Background: an optimization exercise with open tools, aiming at small area, a short achievable clock period and few clock cycles. Do not read the settings as production practice.
Only simulation tests tie the RTL to the original design; equivalence was not proved.

$ cat design/flow/config.mk
export PLATFORM = sky130hd
export DESIGN_NAME = stack_with_min_max_mean_top
export DESIGN_NICKNAME = stack_with_min_max_mean_top
export VERILOG_FILES = /design/flow/design.v
export SDC_FILE = /design/flow/constraint.sdc
export NUM_CORES = 4
export LEC_CHECK = 0
export CAP_MARGIN = 20
export CORE_MARGIN = 2
export CORE_UTILIZATION = 45
export CTS_BUF_LIST = sky130_fd_sc_hd__clkbuf_8
export CTS_CLUSTER_DIAMETER = 50
export CTS_CLUSTER_SIZE = 14
export SETUP_SLACK_MARGIN = 3.5
export SLEW_MARGIN = 20
export TNS_END_PERCENT = 10
$ cat design/flow/constraint.sdc
create_clock -name core_clock -period 8.0 [get_ports {clk}]
set_input_delay 1.6000 -clock core_clock [delete_from_list [all_inputs] [get_ports {clk}]]
set_output_delay 1.6000 -clock core_clock [all_outputs]
set_load 0.01 [all_outputs]
$ cat design/flow/run.sh
#!/bin/bash
# synth_recipe.tcl (not shown) runs the flow's synth.tcl, then flattens the netlist and writes it again
# the make line also repeats each setting of config.mk as NAME=value (left out here)
make -C /OpenROAD-flow-scripts/flow DESIGN_CONFIG=/design/flow/config.mk WORK_HOME=/design/flow/orfs CLKGATE_MAP_FILE= SYNTH_SCRIPT=/design/flow/synth_recipe.tcl finish
$ cat design/flow/design.v
`timescale 1ns / 1ps
package stkstat_pkg;
	localparam int DEPTH  = 64;
	localparam int PTR_W  = $clog2(DEPTH);
	localparam int FILL_W = 7;
	localparam int KIND_W = 2;
	localparam int STAT_W = 2;
	localparam int VAL_W  = 32;
	localparam int MEAN_W = 40;
	localparam int FRAC_W = 8;
	localparam int SUM_W  = VAL_W + PTR_W + 1;
	localparam int DIVD_W = SUM_W + FRAC_W;
	localparam int DCNT_W = $clog2(DIVD_W + 1);
	localparam logic [KIND_W-1:0] KIND_PUSH  = 2'd0;
	localparam logic [KIND_W-1:0] KIND_POP   = 2'd1;
	localparam logic [KIND_W-1:0] KIND_QUERY = 2'd2;
	localparam logic [STAT_W-1:0] STAT_OK    = 2'd0;
	localparam logic [STAT_W-1:0] STAT_FULL  = 2'd1;
	localparam logic [STAT_W-1:0] STAT_EMPTY = 2'd2;
	localparam logic [FILL_W-1:0] CAP_RESET = FILL_W'(DEPTH);
	typedef struct packed {
		logic busy;
		logic done;
	} div_stat_t;
endpackage
`timescale 1ns / 1ps
module stkstat_div #(
	parameter int STEPS = 2
) (
	input  logic [5:0]  rem_i,
	input  logic [39:0] dq_i,
	input  logic [6:0]  n_i,
	input  logic [7:0]  n3_i,
	output logic [5:0]  rem_o,
	output logic [39:0] dq_o
);
	function automatic logic [6:0] sub8(input logic [7:0] a, input logic [7:0] b);
		logic [7:0] g, p, gg, pp, gn, pn;
		logic [5:0] d;
		g  = a & ~b;
		p  = ~(a ^ b);
		gg = {g[7:1], g[0] | p[0]};
		pp = p;
		for (int k = 1; k < 8; k = k * 2) begin
			gn = gg;
			pn = pp;
			for (int i = k; i < 8; i++) begin
				gn[i] = gg[i] | (pp[i] & gg[i-k]);
				pn[i] = pp[i] & pp[i-k];
			end
			gg = gn;
			pp = pn;
		end
		d[0] = ~p[0];
		for (int i = 1; i < 6; i++) d[i] = p[i] ^ gg[i-1];
		sub8 = {gg[7], d};
	endfunction
	logic [7:0]  n1, n2, n3;
	logic [5:0]  r;
	logic [39:0] d;
	logic [7:0]  t;
	logic [6:0]  s1, s2, s3;
	logic [1:0]  q;
	always_comb begin
		n1 = {1'b0, n_i};
		n2 = {n_i, 1'b0};
		n3 = n3_i;
		r  = rem_i;
		d  = dq_i;
		for (int s = 0; s < STEPS; s++) begin
			t  = {r, d[39:38]};
			s1 = sub8(t, n1);
			s2 = sub8(t, n2);
			s3 = sub8(t, n3);
			q  = {s2[6], s3[6] | (s1[6] & ~s2[6])};
			r  = s3[6] ? s3[5:0] : s2[6] ? s2[5:0] : s1[6] ? s1[5:0] : t[5:0];
			d  = {d[37:0], q};
		end
		rem_o = r;
		dq_o  = d;
	end
endmodule
`timescale 1ns / 1ps
module stack_with_min_max_mean_top (
	input  logic                                  clk,
	input  logic                                  arst_n,
	input  logic                                  req_valid,
	output logic                                  req_ready,
	input  logic [stkstat_pkg::KIND_W-1:0]        req_kind,
	input  logic signed [stkstat_pkg::VAL_W-1:0]  req_value,
	output logic                                  rsp_valid,
	input  logic                                  rsp_ready,
	output logic [stkstat_pkg::STAT_W-1:0]        rsp_status,
	output logic signed [stkstat_pkg::VAL_W-1:0]  rsp_popped,
	output logic signed [stkstat_pkg::VAL_W-1:0]  rsp_minimum,
	output logic signed [stkstat_pkg::VAL_W-1:0]  rsp_maximum,
	output logic signed [stkstat_pkg::MEAN_W-1:0] rsp_mean_q8,
	output logic [stkstat_pkg::FILL_W-1:0]        rsp_fill,
	input  logic                                  cfg_valid,
	output logic                                  cfg_ready,
	input  logic [stkstat_pkg::FILL_W-1:0]        cfg_data
);
	localparam int DEPTH = stkstat_pkg::DEPTH;
	localparam int VAL_W = stkstat_pkg::VAL_W;
	localparam int SUM_W = stkstat_pkg::SUM_W;
	localparam int NT        = 10;
	localparam int STEPS_PER = 2;
	logic             rq_vld;
	logic [1:0]       rq_kind;
	logic [31:0]      rq_val;
	logic [31:0]      rq_wdn;      
	logic [6:0]       rq_cap;
	logic [6:0]       cap_q;
	logic             o_vld;
	logic             o_free;
	logic             e_exit;
	logic             recirc;
	logic             rq_free;
	logic             acc;
	assign o_free    = !o_vld || rsp_ready;
	assign req_ready = rq_free;
	assign acc       = req_valid && rq_free;
	assign cfg_ready = 1'b1;
	always_ff @(posedge clk or negedge arst_n) begin
		if (!arst_n) begin
			rq_vld <= 1'b0;
			cap_q  <= stkstat_pkg::CAP_RESET;
		end else begin
			if (cfg_valid) cap_q <= cfg_data;
			if (rq_free) rq_vld <= req_valid;
		end
	end
	always_ff @(posedge clk) begin
		if (acc) begin
			rq_kind <= req_kind;
			rq_val  <= req_value;
			rq_wdn  <= ~req_value;
			rq_cap  <= cap_q;
		end
	end
	logic [6:0]              fill_q;
	logic [DEPTH-1:0]        therm_q;     
	logic [VAL_W-1:0]        ent_q [DEPTH];
	logic [DEPTH-1:0]        fmin_q, fmax_q;
	logic signed [SUM_W-1:0] sum_q;
	logic signed [31:0]      top_q, min_q, max_q, minb_q, maxb_q;
	logic              ex;
	logic              full_q, full_nx;
	logic [6:0]        cap_nx, fill_p1, fill_m1;
	logic              empty, full;
	logic              k_push, k_pop, k_qry;
	logic              push_ok, pop_ok, qry_ok;
	logic [1:0]        status;
	logic [6:0]        fill_n;
	logic              lt_min, gt_max;
	logic [DEPTH-1:0]  wsel;      
	logic [DEPTH-1:0]  p2;        
	logic [DEPTH-1:0]  m3;        
	logic [DEPTH-1:0]  xmin, xmax, smin, smax, hmin, hmax, hsel;
	logic              rmin2, rmax2;
	logic [DEPTH-1:0]  p1;        
	logic [DEPTH-1:0]  p3;        
	logic [DEPTH-1:0]  psel_q, psel_nx;
	logic [31:0]       rd;
	logic              fix_q, fixmin_q, blk, fix_nx;
	logic              ex_pred, fix_pred, stale_q;
	assign blk     = (fix_q && k_pop) || stale_q;
	assign ex_pred = rq_vld && !blk;
	assign ex      = ex_pred && !recirc;
	assign rq_free = !rq_vld || (!recirc && !blk);
	assign empty  = !therm_q[0];
	assign full   = full_q;
	assign k_push = (rq_kind == stkstat_pkg::KIND_PUSH);
	assign k_pop  = (rq_kind == stkstat_pkg::KIND_POP);
	assign k_qry  = (rq_kind == stkstat_pkg::KIND_QUERY);
	assign push_ok = k_push && !full;
	assign pop_ok  = k_pop && !empty;
	assign qry_ok  = k_qry && !empty;
	assign status  = (k_push && full) ? stkstat_pkg::STAT_FULL :
	                 ((k_pop || k_qry) && empty) ? stkstat_pkg::STAT_EMPTY :
	                 stkstat_pkg::STAT_OK;
	assign fill_p1 = fill_q + 7'd1;
	assign fill_m1 = fill_q - 7'd1;
	assign fill_n  = push_ok ? fill_p1 : (pop_ok ? fill_m1 : fill_q);
	always_comb begin
		if (rq_free) cap_nx = cap_q;
		else         cap_nx = rq_cap;
		if (ex && push_ok)       full_nx = fill_p1[6] || (fill_p1 >= cap_nx);
		else if (ex && pop_ok)   full_nx = fill_m1[6] || (fill_m1 >= cap_nx);
		else                     full_nx = fill_q[6] || (fill_q >= cap_nx);
	end
	assign lt_min = empty || (signed'(rq_val) < min_q);
	assign gt_max = empty || (signed'(rq_val) > max_q);
	always_comb begin
		for (int i = 0; i < DEPTH; i++) begin
			wsel[i] = !therm_q[i] && ((i == 0) ? 1'b1 : therm_q[i-1]);
			p2[i]   = (i + 1 < DEPTH ? therm_q[i+1] : 1'b0) && !(i + 2 < DEPTH ? therm_q[i+2] : 1'b0);
			p3[i]   = (i + 2 < DEPTH ? therm_q[i+2] : 1'b0) && !(i + 3 < DEPTH ? therm_q[i+3] : 1'b0);
			m3[i]   = (i + 2 < DEPTH) ? therm_q[i+2] : 1'b0;
		end
		rmin2 = |(p2 & fmin_q);
		rmax2 = |(p2 & fmax_q);
		xmin = fmin_q & m3;
		xmax = fmax_q & m3;
		smin = xmin;
		smax = xmax;
		for (int d = 1; d < DEPTH; d = d * 2) begin
			smin = smin | (smin >> d);
			smax = smax | (smax >> d);
		end
		hmin = xmin & ~(smin >> 1);
		hmax = xmax & ~(smax >> 1);
		hsel = rmin2 ? hmin : hmax;
		fix_pred = ex_pred && pop_ok && (rmin2 || rmax2) && therm_q[2];
		fix_nx   = fix_pred && !recirc;
		if (fix_pred)                 psel_nx = hsel;
		else if (ex_pred && push_ok)  psel_nx = p1;
		else if (ex_pred && pop_ok)   psel_nx = p3;
		else                          psel_nx = p2;
		rd = '0;
		for (int i = 0; i < DEPTH; i++) begin
			rd = rd | ({32{psel_q[i]}} & ent_q[i]);
		end
	end
	logic             fl_vld_q, fl_min_q, fl_max_q;
	always_comb begin
		for (int i = 0; i < DEPTH; i++) begin
			p1[i] = therm_q[i] && !(i + 1 < DEPTH ? therm_q[i+1] : 1'b0);
		end
	end
	always_ff @(posedge clk or negedge arst_n) begin
		if (!arst_n) fl_vld_q <= 1'b0;
		else         fl_vld_q <= ex && push_ok;
	end
	always_ff @(posedge clk) begin
		fl_min_q <= lt_min;
		fl_max_q <= gt_max;
		psel_q   <= psel_nx;
	end
	for (genvar g = 0; g < DEPTH; g++) begin : g_ent
		always_ff @(posedge clk) begin
			if (wsel[g]) begin
				ent_q[g] <= ~rq_wdn;
			end
			if (fl_vld_q && p1[g]) begin
				fmin_q[g] <= fl_min_q;
				fmax_q[g] <= fl_max_q;
			end
		end
	end
	always_ff @(posedge clk or negedge arst_n) begin
		if (!arst_n) begin
			fill_q  <= '0;
			therm_q <= '0;
			full_q  <= 1'b0;
			fix_q   <= 1'b0;
			stale_q <= 1'b0;
		end else begin
			full_q <= full_nx;
			fix_q   <= fix_nx;
			stale_q <= ex_pred && recirc;
			if (ex) begin
				fill_q <= fill_n;
				if (push_ok) therm_q <= {therm_q[DEPTH-2:0], 1'b1};
				if (pop_ok)  therm_q <= {1'b0, therm_q[DEPTH-1:1]};
			end
		end
	end
	logic [SUM_W-1:0] sum_push;
	logic [SUM_W:0]   sum_pop;
	assign sum_push = sum_q + {{(SUM_W-32){rq_val[31]}}, rq_val};
	assign sum_pop  = {sum_q, 1'b1} + {~{{(SUM_W-32){top_q[31]}}, top_q}, 1'b1};
	always_ff @(posedge clk or negedge arst_n) begin
		if (!arst_n) begin
			sum_q <= '0;
		end else if (ex && push_ok) begin
			sum_q <= sum_push;
		end else if (ex && pop_ok) begin
			sum_q <= sum_pop[SUM_W:1];
		end
	end
	always_ff @(posedge clk) begin
		if (ex && push_ok) begin
			top_q  <= rq_val;
			min_q  <= lt_min ? signed'(rq_val) : min_q;
			max_q  <= gt_max ? signed'(rq_val) : max_q;
			minb_q <= min_q;
			maxb_q <= max_q;
		end
		if (ex && pop_ok) begin
			top_q    <= rd;
			min_q    <= minb_q;
			max_q    <= maxb_q;
			fixmin_q <= rmin2;
		end
		if (fix_q && !(ex && push_ok)) begin
			if (fixmin_q) minb_q <= rd;
			else          maxb_q <= rd;
		end
	end
	logic        p_vld [NT];
	logic [3:0]  p_tag [NT];
	logic [6:0]  p_dv  [NT];
	logic [1:0]  p_st  [NT];
	logic [6:0]  p_fill[NT];
	logic [31:0] p_a   [NT];
	logic [31:0] p_b   [NT];
	logic        p_isp [NT];
	logic        p_isq [NT];
	logic        p_sgn [NT];
	logic [5:0]  p_rem [NT];
	logic [39:0] p_dq  [NT];
	logic [7:0]  p_n3  [NT];
	logic [3:0]  ex_tag_q, out_tag_q;
	logic              sum_neg;
	logic [37:0]       dvd_hi;
	logic [7:0]        dvd_lo;
	assign sum_neg = sum_q[SUM_W-1];
	assign dvd_hi  = 38'(sum_q) ^ {38{sum_neg}};
	assign dvd_lo  = sum_neg ? 8'(-{1'b0, fill_q}) : 8'b0;
	logic [5:0]  rem_x;
	logic [39:0] dq_x;
	logic [7:0]  n3_x;
	assign n3_x = 8'(fill_q) + 8'({fill_q, 1'b0});
	stkstat_div #(.STEPS(1)) u_div_x (
		.rem_i  (dvd_hi[37:32]),
		.dq_i   ({dvd_hi[31:0], dvd_lo}),
		.n_i    (fill_q),
		.n3_i   (n3_x),
		.rem_o  (rem_x),
		.dq_o   (dq_x)
	);
	logic [5:0]  rem_l;
	logic [39:0] quo_l;
	logic [39:0] mean_l;
	stkstat_div #(.STEPS(1)) u_div_l (
		.rem_i  (p_rem[NT-1]),
		.dq_i   (p_dq[NT-1]),
		.n_i    (p_dv[NT-1]),
		.n3_i   (p_n3[NT-1]),
		.rem_o  (rem_l),
		.dq_o   (quo_l)
	);
	assign mean_l = p_isq[NT-1] ? (quo_l ^ {40{p_sgn[NT-1]}}) : 40'b0;
	assign e_exit = o_free && (p_tag[NT-1] == out_tag_q);
	assign recirc = p_vld[NT-1] && !e_exit;
	always_ff @(posedge clk or negedge arst_n) begin
		if (!arst_n) begin
			p_vld[0]  <= 1'b0;
			ex_tag_q  <= '0;
			out_tag_q <= '0;
		end else begin
			p_vld[0] <= recirc || ex;
			if (ex) ex_tag_q <= ex_tag_q + 4'd1;
			if (p_vld[NT-1] && e_exit) out_tag_q <= out_tag_q + 4'd1;
		end
	end
	always_ff @(posedge clk) begin
		if (recirc) begin
			p_tag[0]  <= p_tag[NT-1];
			p_dv[0]   <= 7'd1;
			p_st[0]   <= p_st[NT-1];
			p_fill[0] <= p_fill[NT-1];
			p_a[0]    <= p_a[NT-1];
			p_b[0]    <= p_b[NT-1];
			p_isp[0]  <= p_isp[NT-1];
			p_isq[0]  <= p_isq[NT-1];
			p_sgn[0]  <= 1'b0;
			p_rem[0]  <= 6'b0;
			p_dq[0]   <= {mean_l[37:0], mean_l[39:38]};
			p_n3[0]   <= 8'd3;
		end else begin
			p_tag[0]  <= ex_tag_q;
			p_dv[0]   <= fill_q;
			p_st[0]   <= status;
			p_fill[0] <= fill_n;
			p_a[0]    <= pop_ok ? top_q : min_q;
			p_b[0]    <= max_q;
			p_isp[0]  <= pop_ok;
			p_isq[0]  <= qry_ok;
			p_sgn[0]  <= sum_neg;
			p_rem[0]  <= rem_x;
			p_dq[0]   <= dq_x;
			p_n3[0]   <= n3_x;
		end
	end
	for (genvar g = 0; g < NT - 1; g++) begin : g_pipe
		logic [5:0]  rem_n;
		logic [39:0] dq_n;
		stkstat_div #(.STEPS(STEPS_PER)) u_div (
			.rem_i  (p_rem[g]),
			.dq_i   (p_dq[g]),
			.n_i    (p_dv[g]),
			.n3_i   (p_n3[g]),
			.rem_o  (rem_n),
			.dq_o   (dq_n)
		);
		always_ff @(posedge clk or negedge arst_n) begin
			if (!arst_n) begin
				p_vld[g+1] <= 1'b0;
			end else begin
				p_vld[g+1] <= p_vld[g];
			end
		end
		always_ff @(posedge clk) begin
			p_tag[g+1]  <= p_tag[g];
			p_dv[g+1]   <= p_dv[g];
			p_st[g+1]   <= p_st[g];
			p_fill[g+1] <= p_fill[g];
			p_a[g+1]    <= p_a[g];
			p_b[g+1]    <= p_b[g];
			p_isp[g+1]  <= p_isp[g];
			p_isq[g+1]  <= p_isq[g];
			p_sgn[g+1]  <= p_sgn[g];
			p_rem[g+1]  <= rem_n;
			p_dq[g+1]   <= dq_n;
			p_n3[g+1]   <= p_n3[g];
		end
	end
	logic [31:0] out_a_q, out_max_q;
	logic        out_isp_q, out_isq_q;
	logic [39:0] out_mean_q;
	logic [1:0]  out_st_q;
	logic [6:0]  out_fill_q;
	always_ff @(posedge clk or negedge arst_n) begin
		if (!arst_n) begin
			o_vld <= 1'b0;
		end else if (o_free) begin
			o_vld <= p_vld[NT-1] && e_exit;
		end
	end
	always_ff @(posedge clk) begin
		if (o_free) begin
			out_st_q   <= p_st[NT-1];
			out_fill_q <= p_fill[NT-1];
			out_a_q    <= p_a[NT-1];
			out_isp_q  <= p_isp[NT-1];
			out_isq_q  <= p_isq[NT-1];
			out_max_q  <= p_isq[NT-1] ? p_b[NT-1] : '0;
			out_mean_q <= mean_l;
		end
	end
	assign rsp_valid   = o_vld;
	assign rsp_status  = out_st_q;
	assign rsp_popped  = out_a_q & {32{out_isp_q}};
	assign rsp_minimum = out_a_q & {32{out_isq_q}};
	assign rsp_maximum = out_max_q;
	assign rsp_mean_q8 = out_mean_q;
	assign rsp_fill    = out_fill_q;
endmodule
==> run summary <==
==> cells in the mapped netlist (all sizes together), types with 18 or more instances <==
cell type	n
fa	41
nand3	109
a32oi	25
nor2	425
nand3b	59
o21bai	44
ha	616
a21o	239
or4	35
mux2i	66
and3	57
dfxtp	1530
o211ai	86
a22oi	72
xnor2	234
buf	42
dfrtp	140
o31ai	43
nor3	46
nand2	970
o21ai	363
and2	206
nand2b	57
edfxtp	2459
a22o	525
o21a	109
a2111oi	26
a211oi	33
a31oi	164
a21boi	45
mux2	23
o2111ai	18
nor2b	118
a21oi	387
a221oi	528
xor2	116
inv	557
nand4	170
clkbuf	433
==> logic make-up (layout without fill, tap and decap cells) <==
group / count (synthesis) / count (layout) / synth area share
other: 1 / 61 / 0.0000240
XOR/XNOR: 350 / 350 / 0.0196
adder cells (fa/ha/maj): 657 / 657 / 0.0546
AND/OR/NAND/NOR: 2318 / 2319 / 0.0710
AO/OA/AOI/OAI: 2817 / 2820 / 0.133
buffers and inverters: 1034 / 1859 / 0.0251
multiplexers: 89 / 89 / 0.00588
flip-flops: 4130 / 4130 / 0.691
==> metal layers <==
metal | vias to the layer above | part of all wire | track usage
met2 | 7842 | 0.44 | 0.493
met3 | 2090 | 0.13 | 0.0890
met5 | - | 0.00086 | 0.000135
met1 | 53300 | 0.36 | 0.410
met4 | 38 | 0.069 | 0.186
li1 | 44000 | - | -
==> cell usage in the layout, fill, tap and decap left out, drive strengths merged, types with 66 or more instances in the layout <==
cell type,n
nand2,970
nor2b,118
buf,415
nor2,425
nand4,170
xnor2,234
edfxtp,2459
and2,206
dfxtp,1530
a22o,525
clkinv,77
inv,700
a31oi,164
clkdlybuf4s50,190
o21a,109
mux2i,66
dfrtp,140
o21ai,363
a22oi,72
xor2,116
a221oi,528
ha,616
o211ai,86
nand3,109
clkbuf,425
a21oi,387
a21o,239
==> per-stage QoR <==
stage / setup WS [ns]
2_1_floorplan: 3.00
3_3_place_gp: 2.12
3_5_place_dp: 1.99
4_1_cts: 3.36
5_1_grt: 3.13
6_report: 3.23
==> final cells by class <==
type / instances / area [sq um] / share of cell area
timing repair buffer: 605 / 5160 / 0.0292
inverter: 559 / 2130 / 0.0121
clock inverter: 270 / 2380 / 0.0134
tap: 4578 / 5730 / 0.0324
clock buffer: 425 / 5850 / 0.0331
sequential: 4130 / 108000 / 0.612
antenna: 60 / 150 / 0.000849
multi-input combinational: 6236 / 47200 / 0.267
==> state kept, by name, summed over array words and instances (netlist names), 64 cells and up <==
name	flops
psel_q	64
therm_q	64
p_a	320
p_b	320
p_dq	400
ent_q	2048
p_n3	79
p_fill	70
==> worst max-delay path, cell delays in order (launching register included) <==
cell      delay (ns)
dfrtp_1         0.53
nand2b_1        0.25
inv_2           0.48
a22oi_1         0.68
nand3_1         0.15
or4_1           0.59
o311ai_4        0.30
buf_4           0.39
buf_4           0.68
o211ai_1        0.33
o31ai_1         0.16
==> worst max path at each step <==
stage	startpoint	end	slack, ns	cells past startpoint
after CTS	p_dq[4][38]	p_rem[5][3]	3.36	23
after floorplan	rsp_ready	full_q	3.00	19
after detailed placement	p_n3[6][0]	p_rem[7][3]	1.99	22
after global routing	p_dq[1][38]	p_rem[2][5]	3.13	23
final	therm_q[3]	psel_q[5]	3.23	10
after global placement	p_n3[7][0]	p_rem[8][3]	2.12	22
==> timing repair <==
item	in CTS	in global routing
hold endpoints to repair	0	0
gates cloned	4	0
setup buffers	133	71
gates resized for setup	437	160
pin swaps	127	139
setup endpoints to repair	120	226
==> run summary <==
antenna violations before repair 52; endpoints failing setup 0; kind of critical path reg2reg; vias per cell about 6.4; clock sink count between 4000 and 5000; Yosys top cell area share 0.472; Cell Area, Synth 156000 sq um; reg2reg path depth 10; Initial DRT Pass Iterations 8; required time worst endpoint around 9 ns; DP Area 165000 sq um; Worst EP arrival 5.73 ns; Worst-path clk slew approximately 0.09 ns; die width about 590 um; H-tree depth 5; Worst-Margin Slew 1.30 ns; DRC violations left 0; TritonCTS buffer count ~400; Mapped Cells 11400; Synth area leaders edfxtp_1, dfxtp_1, ha_1, a221oi_1, a22o_1; wire length per cell approximately 34 um; CP max FO 61; drt initial violations 16000; IO buf count 192; setup slack, reg-to-reg about 3.2 ns; Starting Density 0.452; Fin. Hold Viols 0; IO Pins 194; largest net degree at the start of global routing 128; ys async rst share 0.0341; dpl cells 15900; share of cells above drive strength 1 0.130; status no timing/DRC/antenna violations; fin cells 16900; CP endpoint kind register; Die ar. 352000 sq um; dominant cell type by area after synthesis edfxtp_1; Hold Path Class reg2reg; sequential element share of the synthesized area 0.691; Setup Skew 0.127 ns; final worst path period need roughly 4.8 ns; final net count 12600; Via Count 107000; reg2reg end psel_q[5]; Ys Warns 31; cts hold-fix bufs 0; Routed Antenna Nets 0; TNS Setup 0 ns; Startpoint Class register; final slew viol count 0; core box area 346000 sq um; Hold Crit Depth 0; chip height approximately 590 um; fin util 0.511; Clock Latency Late Sink 1.18 ns; ys flop type edfxtp_1; Overflow after GRT 0; synth unique cells 92; Mapped Avg Cell Area about 14 sq um; WHS Endpoint p_dq[5][32]; RD Place Congestion 0.927; fillcell total just under 30000; Synth Register Bits 4130; RSZ-0062 raised after global routing true; DRT Wirelength 581000 um; clock root buffer clkbuf_8; hold_sp p_dq[4][28]; row count about 220; CTS max path bufs 4; Syn Nets between 10000 and 15000; R2R Path Start therm_q[3]; max cap viols 0; Tcrit/Tclk final 0.596; global-route wire length before repair 789000 um; GR Util All Layers 0.322; Area Overhead vs Synth 13.1%; vias in the first global route between 90000 and 100k; CTS tree done; Design Area, Final 177000 sq um; Worst Hold Slack 0.298 ns; number of flops mapped to enable cells by yosys 2459; Max Freq between 200 and 250 MHz; Slew HR 0.135; DP HPWL 339000 um
Testbench counts, summed over its fixed seeds: cycles 20,225.

-- afterwards: timing with drivers on the ports --
The results above use ideal ports. As a check the final layout listed here was re-extracted and re-timed, cells and wires unchanged.
Step 1 sets driving cells, clkbuf_16 on the clock port and buf_2 on the other inputs (assumed; they add their load-dependent delay and slew).
Step 2 times the ports against the registers' clock, not the clock port: input delays grow and output delays shrink by t, the midpoint of the rising clock arrivals with the driver on.
a / b / c = no drivers / after step 1 / after step 2; a / b = the first two.
shift t [ns]: 1.222
slack for setup (ns): 3.232 / 3.232 / 2.344
worst hold slack (ns): 0.298 / 0.298 / 0.298
After both steps this run still meets setup and hold. For this run, drivers alone change the setup slack by 0.000 ns; drivers and shift together by -0.888 ns.
